Source: an optimization exercise on an open RTL-to-GDS flow (aim: small area). Production flows keep margins and buffers that such runs may drop. Only simulation tests tie the RTL to the original design; equivalence was not proved. No activity file was given, so power comes from the tool's default toggle rates.

// touch_sample_filter
module touch_sample_filter
(
	input  logic                  clk,
	input  logic                  arst_n,
	input  logic                  cfg_we,
	input  logic [tsf_pkg::CFG_IDX_W-1:0]  cfg_index,
	input  logic [tsf_pkg::CFG_DATA_W-1:0] cfg_wdata,
	input  logic                  in_valid,
	output logic                  in_ready,
	input  logic [tsf_pkg::TIME_W-1:0]     now_ms,
	input  logic [tsf_pkg::ADC_W-1:0]      press_a,
	input  logic [tsf_pkg::ADC_W-1:0]      press_b,
	input  logic [tsf_pkg::ADC_W-1:0]      x_first,
	input  logic [tsf_pkg::ADC_W-1:0]      x_second,
	input  logic [tsf_pkg::ADC_W-1:0]      x_third,
	input  logic [tsf_pkg::ADC_W-1:0]      y_first,
	input  logic [tsf_pkg::ADC_W-1:0]      y_second,
	input  logic [tsf_pkg::ADC_W-1:0]      y_third,
	output logic                  out_valid,
	input  logic                  out_ready,
	output logic                  sampled,
	output logic                  touched,
	output logic [tsf_pkg::ADC_W-1:0]      pos_x,
	output logic [tsf_pkg::ADC_W-1:0]      pos_y,
	output logic [tsf_pkg::PRESS_W-1:0]    pressure
);
==> flow/config.mk <==
export PLATFORM = sky130hd
export DESIGN_NAME = touch_sample_filter
export DESIGN_NICKNAME = touch_sample_filter
export VERILOG_FILES = /design/flow/design.v
export SDC_FILE = /design/flow/constraint.sdc
export NUM_CORES = 4
export LEC_CHECK = 0
export CAP_MARGIN = 20
export CORE_MARGIN = 2
export CORE_UTILIZATION = 40
export SLEW_MARGIN = 20
==> flow/constraint.sdc <==
create_clock -name core_clock -period 12.0 [get_ports {clk}]
set_input_delay 2.4000 -clock core_clock [delete_from_list [all_inputs] [get_ports {clk}]]
set_output_delay 2.4000 -clock core_clock [all_outputs]
set_load 0.01 [all_outputs]
standard.sh (not shown) runs the stock make flow with config.mk's settings and CLKGATE_MAP_FILE= SYNTH_SCRIPT=/design/flow/synth_recipe.tcl, a recipe that flattens the netlist after the stock synthesis.
==> flow/flow/run.sh <==
#!/bin/bash
# Standard layout (standard.sh), with these changes:
#  - synthesis (flow/synth_recipe_area.tcl) maps the combinational logic for
#    area: adders extracted only in the adder module, and the best of a set
#    of area-oriented ABC scripts; registers are inferred exactly as in the
#    standard synthesis;
#  - the port buffers use the smallest buffer cell;
#  - clock tree: small clock buffers, small sink clusters, no dummy loads.
# Each tool's log is in orfs/logs/; make's output is in standard.log.
set -euo pipefail
W=$PWD
export BUFFER_PORTS_ARGS="-buffer_cell sky130_fd_sc_hd__buf_1"
export CTS_ARGS="-sink_clustering_enable -repair_clock_nets -dont_use_dummy_load -buf_list {sky130_fd_sc_hd__clkbuf_4 sky130_fd_sc_hd__clkbuf_8} -sink_clustering_size 10"
sed "s#SYNTH_SCRIPT=[^ ]*synth_recipe.tcl#SYNTH_SCRIPT=$W/flow/synth_recipe_area.tcl#" standard.sh > my_standard.sh
grep -q "synth_recipe_area.tcl" my_standard.sh
bash my_standard.sh > standard.log 2>&1
Other scripts of this flow, unchanged in this note and not shown: flow/flow/synth_recipe_area.tcl
Change:
--- a/flow/design.v
+++ b/flow/design.v
@@ -128,51 +128,58 @@
 	logic                          in_fire;
 	logic                          pass;
 	logic [tsf_pkg::PRESS_W-1:0]   z_val;
 	logic                          light;
 	logic [tsf_pkg::ADC_W-1:0]     rot_x;
 	logic [tsf_pkg::ADC_W-1:0]     rot_y;
-	always_ff @(posedge clk or negedge arst_n) begin
-		if (!arst_n) begin
-			orient_q   <= tsf_pkg::RST_ORIENTATION;
-			thresh_q   <= tsf_pkg::RST_PRESS_THRESH;
-			min_ival_q <= tsf_pkg::RST_MIN_INTERVAL;
-		end else if (cfg_we) begin
-			unique case (cfg_index)
-				tsf_pkg::REG_ORIENTATION:  orient_q   <= cfg_wdata[1:0];
-				tsf_pkg::REG_PRESS_THRESH: thresh_q   <= cfg_wdata[tsf_pkg::PRESS_W-1:0];
-				tsf_pkg::REG_MIN_INTERVAL: min_ival_q <= cfg_wdata[tsf_pkg::IVAL_W-1:0];
-				default: ;
-			endcase
-		end
-	end
 	logic fresh_q;
 	always_ff @(posedge clk or negedge arst_n) begin
 		if (!arst_n) begin
 			fresh_q <= 1'b1;
 		end else begin
 			fresh_q <= 1'b0;
 		end
 	end
+	logic [1:0]                    orient_r;
+	logic [tsf_pkg::PRESS_W-1:0]   thresh_r;
+	logic [tsf_pkg::IVAL_W-1:0]    min_ival_r;
+	assign orient_q   = fresh_q ? tsf_pkg::RST_ORIENTATION  : orient_r;
+	assign thresh_q   = fresh_q ? tsf_pkg::RST_PRESS_THRESH : thresh_r;
+	assign min_ival_q = fresh_q ? tsf_pkg::RST_MIN_INTERVAL : min_ival_r;
+	always_ff @(posedge clk) begin
+		orient_r   <= orient_q;
+		thresh_r   <= thresh_q;
+		min_ival_r <= min_ival_q;
+		if (cfg_we) begin
+			unique case (cfg_index)
+				tsf_pkg::REG_ORIENTATION:  orient_r   <= cfg_wdata[1:0];
+				tsf_pkg::REG_PRESS_THRESH: thresh_r   <= cfg_wdata[tsf_pkg::PRESS_W-1:0];
+				tsf_pkg::REG_MIN_INTERVAL: min_ival_r <= cfg_wdata[tsf_pkg::IVAL_W-1:0];
+				default: ;
+			endcase
+		end
+	end
 	assign in_ready = !out_valid_q || out_ready;
 	assign in_fire  = in_valid && in_ready;
+	logic [tsf_pkg::TIME_W-1:0]    last_good;
+	assign last_good = fresh_q ? tsf_pkg::RST_LAST_GOOD : last_good_q;
 	localparam int unsigned LO = tsf_pkg::IVAL_W;
 	localparam int unsigned HI = tsf_pkg::TIME_W;
 	logic [LO:0]     el_b;
 	logic [LO-1:0]   el_lo;
 	logic [HI-1:LO]  el_zbit;
 	logic            el_hi_zero;
 	logic            el_lo_ge;
 	assign el_b[0] = 1'b0;
 	for (genvar i = 0; i < LO; i++) begin : g_el_lo
-		assign el_lo[i]  = now_ms[i] ^ last_good_q[i] ^ el_b[i];
-		assign el_b[i+1] = (~now_ms[i] & last_good_q[i]) | (~(now_ms[i] ^ last_good_q[i]) & el_b[i]);
-	end
-	assign el_zbit[LO] = ~(now_ms[LO] ^ last_good_q[LO] ^ el_b[LO]);
+		assign el_lo[i]  = now_ms[i] ^ last_good[i] ^ el_b[i];
+		assign el_b[i+1] = (~now_ms[i] & last_good[i]) | (~(now_ms[i] ^ last_good[i]) & el_b[i]);
+	end
+	assign el_zbit[LO] = ~(now_ms[LO] ^ last_good[LO] ^ el_b[LO]);
 	for (genvar i = LO + 1; i < HI; i++) begin : g_el_hi
-		assign el_zbit[i] = (now_ms[i] ^ last_good_q[i]) ^ (now_ms[i-1] | ~last_good_q[i-1]);
+		assign el_zbit[i] = (now_ms[i] ^ last_good[i]) ^ (now_ms[i-1] | ~last_good[i-1]);
 	end
 	assign el_hi_zero = &el_zbit;
 	tsf_cmp #(LO) u_ival (.x(el_lo), .y(min_ival_q), .cin(1'b1), .ge(el_lo_ge));
 	assign pass = !el_hi_zero || el_lo_ge;
 	logic [tsf_pkg::PRESS_W-1:0]   cmp_press;
 	logic                          press_ge;
@@ -225,18 +232,14 @@
 		if (in_fire && pass) begin
 			held_press_q <= light ? '0 : z_val;
 		end else begin
 			held_press_q <= held_press_now;
 		end
 	end
-	always_ff @(posedge clk or negedge arst_n) begin
-		if (!arst_n) begin
-			last_good_q <= tsf_pkg::RST_LAST_GOOD;
-		end else if (ld_xy) begin
-			last_good_q <= now_ms;
-		end
+	always_ff @(posedge clk) begin
+		last_good_q <= ld_xy ? now_ms : last_good;
 	end
 	always_ff @(posedge clk) begin
 		held_x_q <= rot_x;
 		held_y_q <= rot_y;
 	end
 	always_ff @(posedge clk or negedge arst_n) begin
The new run ran to the end with no violations. Total power is lower by 19%. Die area is lower by 0.81%. Setup slack loses 550 ps. Global-route usage is higher by 0.68 points. Clock power is about the same. Sequential power is lower by 18%. Non-clock buffer count is lower by 2. Wire length is higher by 4.2%. Via count is higher by 5.3%. Clock skew stays flat. Clock-buffer cell count does not change. First-iteration DRC count is higher by 54%.

[what the ideal ports hide]
In the flow no input, the clock included, has a driving cell. The finished layouts below were timed again as built, in two steps. Step 1 assumes that a clkbuf_16 drives the clock port and a buf_2 every other input. Step 2 times the ports against the registers' clock, not the clock port: input delays grow and output delays shrink by t, the midpoint of the rising clock arrivals with the driver on. Three values: no drivers, after step 1, after step 2; two values: the first two.
| run | t, ns | setup slack, ns | worst setup path after step 2 |
|---|---|---|---|
| the first run | 0.398 | 2.339 / 2.354 / 1.956 | input to register |
| the second run | 0.396 | 1.789 / 1.806 / 1.410 | input to register |
After both steps setup and hold are still met in every run listed. The setup slack of the first run, which loses most, moves by +0.015 ns with the drivers and by -0.383 ns with both steps.
